From an optimization exercise on the open Yosys and OpenROAD flow, aimed at small area, a short achievable clock period and few clock cycles per item; shortcuts taken in it are not production practice.
Function was checked by simulation only, so behaviour that the tests miss may differ from the original.

==> job 3080: inputs <==
Design damped_sine_bank_synth, start of the top module:
module damped_sine_bank_synth (
    input  logic        aclk,
    input  logic        aresetn,
    input  logic        cfg_we,
    input  logic [3:0]  cfg_wdata,
    input  logic        s_tvalid,
    output logic        s_tready,
    input  logic [63:0] s_tdata,
    input  logic [0:0]  s_tuser,
    output logic        m_tvalid,
    input  logic        m_tready,
    output logic [23:0] m_tdata
);
==> flow/config.mk <==
export PLATFORM = sky130hd
export DESIGN_NAME = damped_sine_bank_synth
export DESIGN_NICKNAME = damped_sine_bank_synth
export VERILOG_FILES = /design/flow/design.v
export SDC_FILE = /design/flow/constraint.sdc
export NUM_CORES = 4
export LEC_CHECK = 0
export ABC_AREA = 1
export CAP_MARGIN = 60
export CORE_MARGIN = 2
export CORE_UTILIZATION = 50
export CTS_CLUSTER_DIAMETER = 100
export CTS_CLUSTER_SIZE = 30
export SLEW_MARGIN = 60
export SYNTH_MEMORY_MAX_BITS = 32768
==> flow/constraint.sdc <==
create_clock -name core_clock -period 14.0 [get_ports {aclk}]
set_input_delay 2.8000 -clock core_clock [delete_from_list [all_inputs] [get_ports {aclk}]]
set_output_delay 2.8000 -clock core_clock [all_outputs]
set_load 0.01 [all_outputs]
run.sh (not shown) runs the stock make flow with config.mk's settings and CLKGATE_MAP_FILE= SYNTH_SCRIPT=/design/flow/synth_recipe.tcl, a recipe that flattens the netlist after the stock synthesis.
==> job 6988 (differences from job 3080) <==
--- a/flow/design.v
+++ b/flow/design.v
@@ -267,18 +267,18 @@
             9'd256: mag = 15'd32767;
             default: mag = 15'd0;
         endcase
     end
 endmodule
 module dsbs_level_cs (
     input  logic [15:0] level,
     input  logic [15:0] decay,
-    output logic [19:0] hi_a,
-    output logic [19:0] hi_b,
+    output logic [14:0] hi_a,
+    output logic [14:0] hi_b,
     output logic        cin
 );
     logic lv_w0, lv_w1, lv_w2, lv_w3, lv_w4, lv_w5, lv_w6, lv_w7;
     logic lv_w8, lv_w9, lv_w10, lv_w11, lv_w12, lv_w13, lv_w14, lv_w15;
     logic lv_w16, lv_w17, lv_w18, lv_w19, lv_w20, lv_w21, lv_w22, lv_w23;
     logic lv_w24, lv_w25, lv_w26, lv_w27, lv_w28, lv_w29, lv_w30, lv_w31;
     logic lv_w32, lv_w33, lv_w34, lv_w35, lv_w36, lv_w37, lv_w38, lv_w39;
     logic lv_w40, lv_w41, lv_w42, lv_w43, lv_w44, lv_w45, lv_w46, lv_w47;
@@ -682,23 +682,23 @@
     assign lv_w357 = (lv_w347 & lv_w354) | (lv_w347 & lv_w349) | (lv_w354 & lv_w349);
     assign lv_w358 = (level[12] & decay[14]) ^ (level[13] & decay[13]) ^ (level[14] & decay[12]);
     assign lv_w359 = ((level[12] & decay[14]) & (level[13] & decay[13])) | ((level[12] & decay[14]) & (level[14] & decay[12])) | ((level[13] & decay[13]) & (level[14] & decay[12]));
     assign lv_w360 = lv_w353 ^ lv_w358 ^ lv_w355;
     assign lv_w361 = (lv_w353 & lv_w358) | (lv_w353 & lv_w355) | (lv_w358 & lv_w355);
     assign lv_w362 = (level[13] & decay[14]) ^ (level[14] & decay[13]) ^ lv_w359;
     assign lv_w363 = ((level[13] & decay[14]) & (level[14] & decay[13])) | ((level[13] & decay[14]) & lv_w359) | ((level[14] & decay[13]) & lv_w359);
     logic [29:0] ra, rb;
-    logic [10:0] lo;
+    logic [15:0] lo;
     assign ra = {1'b0, (level[14] & decay[14]), lv_w361, lv_w357, lv_w351, lv_w343, lv_w333, lv_w321, lv_w307, lv_w291, lv_w273, lv_w253, lv_w231, lv_w207, lv_w181, lv_w155, lv_w131, lv_w109, lv_w106, lv_w71, lv_w68, lv_w52, lv_w38, lv_w26, lv_w16, lv_w8, lv_w2, (level[2] & decay[0]), (level[0] & decay[1]), (level[0] & decay[0])};
     assign rb = {1'b0, lv_w363, lv_w362, lv_w360, lv_w356, lv_w350, lv_w342, lv_w332, lv_w320, lv_w306, lv_w290, lv_w272, lv_w252, lv_w230, lv_w206, lv_w180, lv_w154, lv_w130, lv_w108, lv_w88, lv_w70, lv_w54, lv_w40, lv_w28, lv_w18, lv_w10, lv_w4, lv_w0, (level[1] & decay[0]), 1'b0};
-    assign lo = {1'b0, ra[9:0]} + {1'b0, rb[9:0]};
-    assign hi_a = ra[29:10];
-    assign hi_b = rb[29:10];
-    assign cin  = lo[10];
+    assign lo = {1'b0, ra[14:0]} + {1'b0, rb[14:0]};
+    assign hi_a = ra[29:15];
+    assign hi_b = rb[29:15];
+    assign cin  = lo[15];
 endmodule
 module dsbs_sine_cs (
     input  logic [14:0] x,            
     input  logic        neg,
     input  logic [15:0] level,
     output logic [34:0] row_a,
     output logic [34:0] row_b
 );
@@ -2007,17 +2007,17 @@
     logic [23:0] t_phase, t_step;
     logic [15:0] t_level, t_decay;
     logic [8:0]  t_qidx;
     logic        t_neg;
     logic [23:0] m_phase, m_step;
     logic [15:0] m_level, m_decay;
     logic [14:0] m_x;              
     logic        m_neg;
-    logic [19:0] m_hi_a, m_hi_b;
+    logic [14:0] m_hi_a, m_hi_b;
     logic        m_cin;
     logic [23:0] phase_n;
     logic [7:0]  r;
     assign phase_n = load ? 24'd0 : h_phase;
     assign r       = phase_n[21:14];
     always_ff @(posedge aclk) begin
         t_phase <= phase_n;
         t_qidx  <= phase_n[22] ? (9'd256 - {1'b0, r}) : {1'b0, r};
@@ -2028,39 +2028,39 @@
             t_decay <= load_decay;
         end else begin
             t_step  <= h_step;
             t_level <= h_level;
             t_decay <= h_decay;
         end
     end
     logic [14:0] mag;
-    logic [19:0] hi_a, hi_b;
+    logic [14:0] hi_a, hi_b;
     logic        cin;
     dsbs_sine_rom u_rom (.qidx(t_qidx), .mag(mag));
     dsbs_level_cs u_lcs (.level(t_level), .decay(t_decay), .hi_a(hi_a), .hi_b(hi_b), .cin(cin));
     always_ff @(posedge aclk) begin
         m_phase <= t_phase;
         m_step  <= t_step;
         m_level <= t_level;
         m_decay <= t_decay;
         m_x     <= mag ^ {15{t_neg}};
         m_neg   <= t_neg;
         m_hi_a  <= hi_a;
         m_hi_b  <= hi_b;
         m_cin   <= cin;
     end
-    logic [19:0] lv_sum;
+    logic [14:0] lv_sum;
     logic [15:0] new_level;
     logic [34:0] pa, pb;
-    assign lv_sum = m_hi_a + m_hi_b + 20'(m_cin);
+    assign lv_sum = m_hi_a + m_hi_b + 15'(m_cin);
     always_comb begin
         if (m_decay[15])      new_level = m_level;
         else if (m_level[15]) new_level = m_decay;
-        else                  new_level = {1'b0, lv_sum[19:5]};
+        else                  new_level = {1'b0, lv_sum};
     end
     dsbs_sine_cs u_scs (.x(m_x), .neg(m_neg), .level(m_level), .row_a(pa), .row_b(pb));
     always_ff @(posedge aclk) begin
         h_phase <= advance_next ? m_phase + m_step : m_phase;
         h_step  <= m_step;
         h_level <= advance_next ? new_level : m_level;
         h_decay <= m_decay;
         h_pa    <= pa;
CAP_MARGIN = 80   (was 60)
CORE_UTILIZATION = 60   (was 50)
CTS_CLUSTER_DIAMETER = default   (was 100)
CTS_CLUSTER_SIZE = default   (was 30)
SLEW_MARGIN = 80   (was 60)
==> summary of the runs <==
- Job 6988 ran to the end with no violations. Job 3080 completed without violations.
- In job 3080 the global-route usage is lower than in job 6988, by 5.3 points.
- Against job 3080, the sequential share of layout area of job 6988 is lower by 1.4 points.
- In job 6988 the worst setup slack is better than in job 3080, by 0.13 ns.
- Against job 3080, the final area of job 6988 is higher by about 4.6%.
- Flip-flop and latch count: job 3080 is higher than job 6988 (50).
- Between job 6988 and job 3080, the lower wire length is in job 6988 (gap about 3.7%, measured against job 3080).
- Of job 6988 and job 3080, job 3080 has the higher final cell count (gap about 1%, measured against job 3080).
- In job 3080 the clock skew is lower than in job 6988, by 0.057 ns.
Testbench counts of job 3080, summed over its fixed seeds: cycles 7,215, items 2,312.
Testbench counts of job 6988, summed over its fixed seeds: cycles 7,215, items 2,312.

-- afterwards: timing with drivers on the ports --
The flow's constraints put no driver on any port. The routed layouts listed below were extracted and timed again, unchanged, in two steps.
Step 1 (the two cells are an assumption about what drives the block):
set clk [get_ports {aclk}]
set_driving_cell -lib_cell sky130_fd_sc_hd__clkbuf_16 $clk
set_driving_cell -lib_cell sky130_fd_sc_hd__buf_2 [delete_from_list [all_inputs] $clk]
Step 2 times the ports against the registers' clock, not the clock port: input delays grow and output delays shrink by t, the midpoint of the rising clock arrivals with the driver on.
Slacks: no drivers / after step 1 / after step 2; pairs: no drivers / after step 1.
run | t, ns | setup WS [ns] | worst setup path after step 2 | latest minus earliest clock arrival (ns) | slew at the worst register clock pin (ns)
job 3080 | 0.983 | 9.244 / 9.137 / 8.896 | input to register | 0.113 / 0.114 | 0.12 / 0.12
job 6988 | 0.993 | 9.378 / 9.261 / 8.966 | input to register | 0.172 / 0.172 | 0.07 / 0.07
After both steps every run listed still meets setup and hold. For job 6988, which loses most, drivers alone change the setup slack by -0.117 ns; drivers and shift together by -0.412 ns.
